Background: an optimization exercise with open tools, aiming at small area, a short achievable clock period and few clock cycles. Do not read the settings as production practice.
At most, simulation tests tie the RTL to the original design; equivalence was not proved.

==> run E <==
## frame_rate_pacer
module frame_rate_pacer (
   input  logic                            clock,
   input  logic                            reset,
   input  logic                            req_valid,
   output logic                            req_ready,
   input  logic [frp_pkg::TS_W-1:0]        req_timestamp_ms,
   input  logic                            req_in_foreground,
   input  logic                            req_mouse_look,
   output logic                            rsp_valid,
   input  logic                            rsp_ready,
   output logic [frp_pkg::SLEEP_W-1:0]     rsp_sleep_ms,
   output logic [frp_pkg::TS_W-1:0]        rsp_frame_time_ms,
   output logic [frp_pkg::FPS_W-1:0]       rsp_fps_x16,
   input  logic                            csr_we,
   input  logic [frp_pkg::CSR_INDEX_W-1:0] csr_index,
   input  logic [frp_pkg::CSR_DATA_W-1:0]  csr_wdata
);
Settings: LEC_CHECK=0, CAP_MARGIN=20, CORE_MARGIN=2, CORE_UTILIZATION=60, CTS_CLUSTER_DIAMETER=80, CTS_CLUSTER_SIZE=28, SETUP_SLACK_MARGIN=3.0, SLEW_MARGIN=20, TNS_END_PERCENT=100; clock period 6.5 ns.
run.sh (not shown) runs the stock make flow with config.mk's settings and CLKGATE_MAP_FILE= SYNTH_SCRIPT=/design/flow/synth_recipe.tcl, a recipe that flattens the netlist after the stock synthesis.
==> inputs of run Z, as changes to run E <==
--- a/flow/design.v
+++ b/flow/design.v
@@ -370,15 +370,14 @@
    logic [11:0] d1_n;
    logic        d2_v;
    logic [3:0]  d2_j;        
    logic        d2_f0;       
    logic [9:0]  d2_sl;
    logic [18:0] d2_d;
    logic        d2_E, d2_Z;
-   logic [20:0] d2_d3;
    logic [3:0] d2_r, d2_q;
    logic [7:0] d2_n;
    logic        d3_v;
    logic [3:0]  d3_j;        
    logic        d3_f0;       
    logic [9:0]  d3_sl;
    logic [18:0] d3_d;
@@ -449,31 +448,36 @@
          d1_fz   <= block_off;
          d1_n    <= nfr;
       end
    end
    logic d1_E, d1_Z;
    assign d1_E = ~d1_fz & (d1_c0 | (~d1_dbig & (d1_d == '0)));
    assign d1_Z = d1_fz | d1_dbig;
-   logic [20:0] d1_d3;
-   assign d1_d3 = {2'b0, d1_d} + {1'b0, d1_d, 1'b0};
    logic [1:0] d1_x17, d1_r17;
    logic [2:0] d1_a17, d1_b17, d1_c17;
    logic d1_g17, d1_h17, d1_k17;
    assign d1_x17 = {d1_n[11], d1_n[10]};
    assign d1_a17 = {1'b0, d1_x17} - {1'b0, d1_d[1:0]};
    assign d1_g17 = ~d1_a17[2] & (d1_d[18:2] == '0);
    assign d1_b17 = {1'b0, d1_x17} - {1'b0, {d1_d[0:0], 1'b0}};
    assign d1_h17 = ~d1_b17[2] & (d1_d[18:1] == '0);
    logic [3:0] d1_t17;
    assign d1_t17 = {2'b0, d1_d[1:0]} + {1'b0, d1_d[1:0], 1'b0};
    assign d1_c17 = {1'b0, d1_x17} - {1'b0, d1_t17[1:0]};
    assign d1_k17 = ~d1_c17[2] & (d1_d[18:2] == '0) & (d1_t17[3:2] == 2'b0);
    logic d1_q17l;
    assign d1_q17l = d1_k17 | (d1_g17 & ~d1_h17);
-   assign d1_r17 = d1_k17 ? d1_c17[1:0] : d1_h17 ? d1_b17[1:0] : d1_g17 ? d1_a17[1:0] : d1_x17;
+   always_comb begin
+      case ({d1_h17, d1_q17l})
+         2'b11:   d1_r17 = d1_c17[1:0];
+         2'b10:   d1_r17 = d1_b17[1:0];
+         2'b01:   d1_r17 = d1_a17[1:0];
+         default: d1_r17 = d1_x17;
+      endcase
+   end
    logic [3:0] d1_x15, d1_r15;
    logic [4:0] d1_a15, d1_b15, d1_c15;
    logic d1_g15, d1_h15, d1_k15;
    assign d1_x15 = {d1_r17, d1_n[9], d1_n[8]};
    logic [3:0] d1_a15_kp, d1_a15_kg;
    assign d1_a15_kp = d1_x15 ^ ~(d1_d[3:0]);
    assign d1_a15_kg = d1_x15 & ~(d1_d[3:0]);
@@ -516,31 +520,39 @@
    logic [3:0] d1_c15_kG2, d1_c15_kP2;
    assign d1_c15_kG2 = d1_c15_kG1 | (d1_c15_kP1 & {d1_c15_kG1[1:0], 2'b0});
    assign d1_c15_kP2 = d1_c15_kP1 & {d1_c15_kP1[1:0], 2'b0};
    assign d1_c15 = {~d1_c15_kG2[3], d1_c15_kp ^ {d1_c15_kG2[2:0], 1'b1}};
    assign d1_k15 = ~d1_c15[4] & (d1_d[18:4] == '0) & (d1_t15[5:4] == 2'b0);
    logic d1_q15l;
    assign d1_q15l = d1_k15 | (d1_g15 & ~d1_h15);
-   assign d1_r15 = d1_k15 ? d1_c15[3:0] : d1_h15 ? d1_b15[3:0] : d1_g15 ? d1_a15[3:0] : d1_x15;
+   always_comb begin
+      case ({d1_h15, d1_q15l})
+         2'b11:   d1_r15 = d1_c15[3:0];
+         2'b10:   d1_r15 = d1_b15[3:0];
+         2'b01:   d1_r15 = d1_a15[3:0];
+         default: d1_r15 = d1_x15;
+      endcase
+   end
    always_ff @(posedge clock) begin
       if (reset) d2_v <= 1'b0;
       else if (!stall) d2_v <= d1_v;
       if (!stall) begin
          d2_j  <= d1_j + {3'd0, act};
          d2_f0 <= d1_f0;
          d2_sl <= d1_sl;
          d2_d  <= d1_d;
-         d2_d3 <= d1_d3;
          d2_E  <= d1_E;
          d2_Z  <= d1_Z;
          d2_r  <= d1_r15;
          d2_q  <= {d1_h17, d1_q17l, d1_h15, d1_q15l};
          d2_n  <= d1_n[7:0];
       end
    end
+   logic [20:0] d2_d3;
+   assign d2_d3 = {2'b0, d2_d} + {1'b0, d2_d, 1'b0};
    logic [5:0] d2_x13, d2_r13;
    logic [6:0] d2_a13, d2_b13, d2_c13;
    logic d2_g13, d2_h13, d2_k13;
    assign d2_x13 = {d2_r, d2_n[7], d2_n[6]};
    logic [5:0] d2_a13_kp, d2_a13_kg;
    assign d2_a13_kp = d2_x13 ^ ~(d2_d[5:0]);
    assign d2_a13_kg = d2_x13 & ~(d2_d[5:0]);
@@ -571,34 +583,43 @@
    assign d2_b13_kG2 = d2_b13_kG1 | (d2_b13_kP1 & {d2_b13_kG1[3:0], 2'b0});
    assign d2_b13_kP2 = d2_b13_kP1 & {d2_b13_kP1[3:0], 2'b0};
    logic [5:0] d2_b13_kG3, d2_b13_kP3;
    assign d2_b13_kG3 = d2_b13_kG2 | (d2_b13_kP2 & {d2_b13_kG2[1:0], 4'b0});
    assign d2_b13_kP3 = d2_b13_kP2 & {d2_b13_kP2[1:0], 4'b0};
    assign d2_b13 = {~d2_b13_kG3[5], d2_b13_kp ^ {d2_b13_kG3[4:0], 1'b1}};
    assign d2_h13 = ~d2_b13[6] & (d2_d[18:5] == '0);
+   logic [7:0] d2_t13;
+   assign d2_t13 = {2'b0, d2_d[5:0]} + {1'b0, d2_d[5:0], 1'b0};
    logic [5:0] d2_c13_kp, d2_c13_kg;
-   assign d2_c13_kp = d2_x13 ^ ~(d2_d3[5:0]);
-   assign d2_c13_kg = d2_x13 & ~(d2_d3[5:0]);
+   assign d2_c13_kp = d2_x13 ^ ~(d2_t13[5:0]);
+   assign d2_c13_kg = d2_x13 & ~(d2_t13[5:0]);
    logic [5:0] d2_c13_kG0, d2_c13_kP0;
    assign d2_c13_kG0 = {d2_c13_kg[5:1], d2_c13_kg[0] | d2_c13_kp[0]};
    assign d2_c13_kP0 = d2_c13_kp;
    logic [5:0] d2_c13_kG1, d2_c13_kP1;
    assign d2_c13_kG1 = d2_c13_kG0 | (d2_c13_kP0 & {d2_c13_kG0[4:0], 1'b0});
    assign d2_c13_kP1 = d2_c13_kP0 & {d2_c13_kP0[4:0], 1'b0};
    logic [5:0] d2_c13_kG2, d2_c13_kP2;
    assign d2_c13_kG2 = d2_c13_kG1 | (d2_c13_kP1 & {d2_c13_kG1[3:0], 2'b0});
    assign d2_c13_kP2 = d2_c13_kP1 & {d2_c13_kP1[3:0], 2'b0};
    logic [5:0] d2_c13_kG3, d2_c13_kP3;
    assign d2_c13_kG3 = d2_c13_kG2 | (d2_c13_kP2 & {d2_c13_kG2[1:0], 4'b0});
    assign d2_c13_kP3 = d2_c13_kP2 & {d2_c13_kP2[1:0], 4'b0};
    assign d2_c13 = {~d2_c13_kG3[5], d2_c13_kp ^ {d2_c13_kG3[4:0], 1'b1}};
-   assign d2_k13 = ~d2_c13[6] & (d2_d3[20:6] == '0);
+   assign d2_k13 = ~d2_c13[6] & (d2_d[18:6] == '0) & (d2_t13[7:6] == 2'b0);
    logic d2_q13l;
    assign d2_q13l = d2_k13 | (d2_g13 & ~d2_h13);
-   assign d2_r13 = d2_k13 ? d2_c13[5:0] : d2_h13 ? d2_b13[5:0] : d2_g13 ? d2_a13[5:0] : d2_x13;
+   always_comb begin
+      case ({d2_h13, d2_q13l})
+         2'b11:   d2_r13 = d2_c13[5:0];
+         2'b10:   d2_r13 = d2_b13[5:0];
+         2'b01:   d2_r13 = d2_a13[5:0];
+         default: d2_r13 = d2_x13;
+      endcase
+   end
    always_ff @(posedge clock) begin
       if (reset) d3_v <= 1'b0;
       else if (!stall) d3_v <= d2_v;
       if (!stall) begin
          d3_j  <= d2_j + {3'd0, act};
          d3_f0 <= d2_f0;
          d3_sl <= d2_sl;
@@ -664,15 +685,22 @@
    logic [7:0] d3_c11_kG3, d3_c11_kP3;
    assign d3_c11_kG3 = d3_c11_kG2 | (d3_c11_kP2 & {d3_c11_kG2[3:0], 4'b0});
    assign d3_c11_kP3 = d3_c11_kP2 & {d3_c11_kP2[3:0], 4'b0};
    assign d3_c11 = {~d3_c11_kG3[7], d3_c11_kp ^ {d3_c11_kG3[6:0], 1'b1}};
    assign d3_k11 = ~d3_c11[8] & (d3_d3[20:8] == '0);
    logic d3_q11l;
    assign d3_q11l = d3_k11 | (d3_g11 & ~d3_h11);
-   assign d3_r11 = d3_k11 ? d3_c11[7:0] : d3_h11 ? d3_b11[7:0] : d3_g11 ? d3_a11[7:0] : d3_x11;
+   always_comb begin
+      case ({d3_h11, d3_q11l})
+         2'b11:   d3_r11 = d3_c11[7:0];
+         2'b10:   d3_r11 = d3_b11[7:0];
+         2'b01:   d3_r11 = d3_a11[7:0];
+         default: d3_r11 = d3_x11;
+      endcase
+   end
    always_ff @(posedge clock) begin
       if (reset) d4_v <= 1'b0;
       else if (!stall) d4_v <= d3_v;
       if (!stall) begin
          d4_j  <= d3_j + {3'd0, act};
          d4_f0 <= d3_f0;
          d4_sl <= d3_sl;
@@ -747,15 +775,22 @@
    logic [9:0] d4_c9_kG4, d4_c9_kP4;
    assign d4_c9_kG4 = d4_c9_kG3 | (d4_c9_kP3 & {d4_c9_kG3[1:0], 8'b0});
    assign d4_c9_kP4 = d4_c9_kP3 & {d4_c9_kP3[1:0], 8'b0};
    assign d4_c9 = {~d4_c9_kG4[9], d4_c9_kp ^ {d4_c9_kG4[8:0], 1'b1}};
    assign d4_k9 = ~d4_c9[10] & (d4_d3[20:10] == '0);
    logic d4_q9l;
    assign d4_q9l = d4_k9 | (d4_g9 & ~d4_h9);
-   assign d4_r9 = d4_k9 ? d4_c9[9:0] : d4_h9 ? d4_b9[9:0] : d4_g9 ? d4_a9[9:0] : d4_x9;
+   always_comb begin
+      case ({d4_h9, d4_q9l})
+         2'b11:   d4_r9 = d4_c9[9:0];
+         2'b10:   d4_r9 = d4_b9[9:0];
+         2'b01:   d4_r9 = d4_a9[9:0];
+         default: d4_r9 = d4_x9;
+      endcase
+   end
    always_ff @(posedge clock) begin
       if (reset) d5_v <= 1'b0;
       else if (!stall) d5_v <= d4_v;
       if (!stall) begin
          d5_j  <= d4_j + {3'd0, act};
          d5_f0 <= d4_f0;
          d5_sl <= d4_sl;
@@ -830,15 +865,22 @@
    logic [11:0] d5_c7_kG4, d5_c7_kP4;
    assign d5_c7_kG4 = d5_c7_kG3 | (d5_c7_kP3 & {d5_c7_kG3[3:0], 8'b0});
    assign d5_c7_kP4 = d5_c7_kP3 & {d5_c7_kP3[3:0], 8'b0};
    assign d5_c7 = {~d5_c7_kG4[11], d5_c7_kp ^ {d5_c7_kG4[10:0], 1'b1}};
    assign d5_k7 = ~d5_c7[12] & (d5_d3[20:12] == '0);
    logic d5_q7l;
    assign d5_q7l = d5_k7 | (d5_g7 & ~d5_h7);
-   assign d5_r7 = d5_k7 ? d5_c7[11:0] : d5_h7 ? d5_b7[11:0] : d5_g7 ? d5_a7[11:0] : d5_x7;
+   always_comb begin
+      case ({d5_h7, d5_q7l})
+         2'b11:   d5_r7 = d5_c7[11:0];
+         2'b10:   d5_r7 = d5_b7[11:0];
+         2'b01:   d5_r7 = d5_a7[11:0];
+         default: d5_r7 = d5_x7;
+      endcase
+   end
    always_ff @(posedge clock) begin
       if (reset) d6_v <= 1'b0;
       else if (!stall) d6_v <= d5_v;
       if (!stall) begin
          d6_j  <= d5_j + {3'd0, act};
          d6_f0 <= d5_f0;
          d6_sl <= d5_sl;
@@ -912,15 +954,22 @@
    logic [13:0] d6_c5_kG4, d6_c5_kP4;
    assign d6_c5_kG4 = d6_c5_kG3 | (d6_c5_kP3 & {d6_c5_kG3[5:0], 8'b0});
    assign d6_c5_kP4 = d6_c5_kP3 & {d6_c5_kP3[5:0], 8'b0};
    assign d6_c5 = {~d6_c5_kG4[13], d6_c5_kp ^ {d6_c5_kG4[12:0], 1'b1}};
    assign d6_k5 = ~d6_c5[14] & (d6_d3[20:14] == '0);
    logic d6_q5l;
    assign d6_q5l = d6_k5 | (d6_g5 & ~d6_h5);
-   assign d6_r5 = d6_k5 ? d6_c5[13:0] : d6_h5 ? d6_b5[13:0] : d6_g5 ? d6_a5[13:0] : d6_x5;
+   always_comb begin
+      case ({d6_h5, d6_q5l})
+         2'b11:   d6_r5 = d6_c5[13:0];
+         2'b10:   d6_r5 = d6_b5[13:0];
+         2'b01:   d6_r5 = d6_a5[13:0];
+         default: d6_r5 = d6_x5;
+      endcase
+   end
    always_ff @(posedge clock) begin
       if (reset) d7_v <= 1'b0;
       else if (!stall) d7_v <= d6_v;
       if (!stall) begin
          d7_j  <= d6_j + {3'd0, act};
          d7_f0 <= d6_f0;
          d7_sl <= d6_sl;
@@ -994,15 +1043,22 @@
    logic [15:0] d7_c3_kG4, d7_c3_kP4;
    assign d7_c3_kG4 = d7_c3_kG3 | (d7_c3_kP3 & {d7_c3_kG3[7:0], 8'b0});
    assign d7_c3_kP4 = d7_c3_kP3 & {d7_c3_kP3[7:0], 8'b0};
    assign d7_c3 = {~d7_c3_kG4[15], d7_c3_kp ^ {d7_c3_kG4[14:0], 1'b1}};
    assign d7_k3 = ~d7_c3[16] & (d7_d3[20:16] == '0);
    logic d7_q3l;
    assign d7_q3l = d7_k3 | (d7_g3 & ~d7_h3);
-   assign d7_r3 = d7_k3 ? d7_c3[15:0] : d7_h3 ? d7_b3[15:0] : d7_g3 ? d7_a3[15:0] : d7_x3;
+   always_comb begin
+      case ({d7_h3, d7_q3l})
+         2'b11:   d7_r3 = d7_c3[15:0];
+         2'b10:   d7_r3 = d7_b3[15:0];
+         2'b01:   d7_r3 = d7_a3[15:0];
+         default: d7_r3 = d7_x3;
+      endcase
+   end
    always_ff @(posedge clock) begin
       if (reset) d8_v <= 1'b0;
       else if (!stall) d8_v <= d7_v;
       if (!stall) begin
          d8_j  <= 8'(1) << (d7_j + {3'd0, act});
          d8_f0 <= d7_f0;
          d8_sl <= d7_sl;
@@ -1085,15 +1141,22 @@
    logic [17:0] d8_c1_kG5, d8_c1_kP5;
    assign d8_c1_kG5 = d8_c1_kG4 | (d8_c1_kP4 & {d8_c1_kG4[1:0], 16'b0});
    assign d8_c1_kP5 = d8_c1_kP4 & {d8_c1_kP4[1:0], 16'b0};
    assign d8_c1 = {~d8_c1_kG5[17], d8_c1_kp ^ {d8_c1_kG5[16:0], 1'b1}};
    assign d8_k1 = ~d8_c1[18] & (d8_d3[20:18] == '0);
    logic d8_q1l;
    assign d8_q1l = d8_k1 | (d8_g1 & ~d8_h1);
-   assign d8_r1 = d8_k1 ? d8_c1[17:0] : d8_h1 ? d8_b1[17:0] : d8_g1 ? d8_a1[17:0] : d8_x1;
+   always_comb begin
+      case ({d8_h1, d8_q1l})
+         2'b11:   d8_r1 = d8_c1[17:0];
+         2'b10:   d8_r1 = d8_b1[17:0];
+         2'b01:   d8_r1 = d8_a1[17:0];
+         default: d8_r1 = d8_x1;
+      endcase
+   end
    logic [31:0] hj0, hj1;
    logic [16:0] ftj_l, ftj_h;
    always_comb begin
       hj0 = 32'd0;
       hj1 = 32'd0;
       hj0 = hj0 | (hist[31:0] & {32{d8_j[0]}});
       hj1 = hj1 | (hist[63:32] & {32{d8_j[0]}});
Settings changed: CORE_UTILIZATION 60 to 70, SETUP_SLACK_MARGIN 3.0 to 3.2.
==> results.sh <==
export IMPL_p_switching_w=0.00825
export IMPL_status="no timing/DRC/antenna violations"
export IMPL_synthDominantCellAreaShare_pct=65.6
export IMPL_p_sw_share_pct=27.9
export IMPL_seq_cells=1973
export IMPL_clkLatencyLatePin_ns=0.75
export IMPL_numPlacedInstances=8009
export IMPL_pg_clk_w=0.00702
export IMPL_grt_pass1_vias=47300
export IMPL_hp_start="hist[888]$_DFFE_PP_"
the above is filed under run E

==> results.sh <==
export IMPL_tap_cell_count=1625
export IMPL_route_met2_wl_um=93100
export IMPL_synthDominantCellAreaShare_pct=65.1
export IMPL_fin_skew_ns=0.0298
export IMPL_postRouteAntennaNets=0
export IMPL_track_usage_pct=28.9
export IMPL_maxPowerGroup="sequential cells"
export IMPL_p_switching_w=0.00821
export IMPL_avgSynthCellArea_sq_um=14.1
export IMPL_synth_edff_count=1862
export IMPL_status="no timing/DRC/antenna violations"
export IMPL_pg_clk_w=0.00658
export IMPL_hp_start="hist[880]$_DFFE_PP_"
export IMPL_clkLatencyLatePin_ns=0.71
export IMPL_r2r_start="b_v$_SDFFE_PP0N_"
export IMPL_numPlacedInstances=7733
the above is filed under run Z

Testbench counts of run Z, summed over its fixed seeds: cycles 15,088.
No functional check of the RTL was part of run E.

static timing again, ports no longer ideal:
How much do the figures lean on ideal ports? The routed layouts below were timed once more, with nothing changed but the port constraints.
Step 1: set_driving_cell puts a clkbuf_16 on clock and a buf_2 on each other input, an assumption about the parent block.
Step 2 also shifts input and output timing later by t, the mid clock arrival at the registers, as if the neighbouring blocks saw the same clock.
Three values: ideal, step 1, step 2; two values: the first two.
run | t, ns | setup slack, ns | worst setup path after step 2 | worst data-port slew with drivers (ns)
run E | 0.818 | 2.609 / 2.609 / 2.453 | input to register | 0.06
run Z | 0.778 | 2.640 / 2.640 / 2.616 | input to register | 0.06
After both steps setup and hold are still met in every run listed. For run E, which loses most, drivers alone change the setup slack by 0.000 ns; drivers and shift together by -0.156 ns.
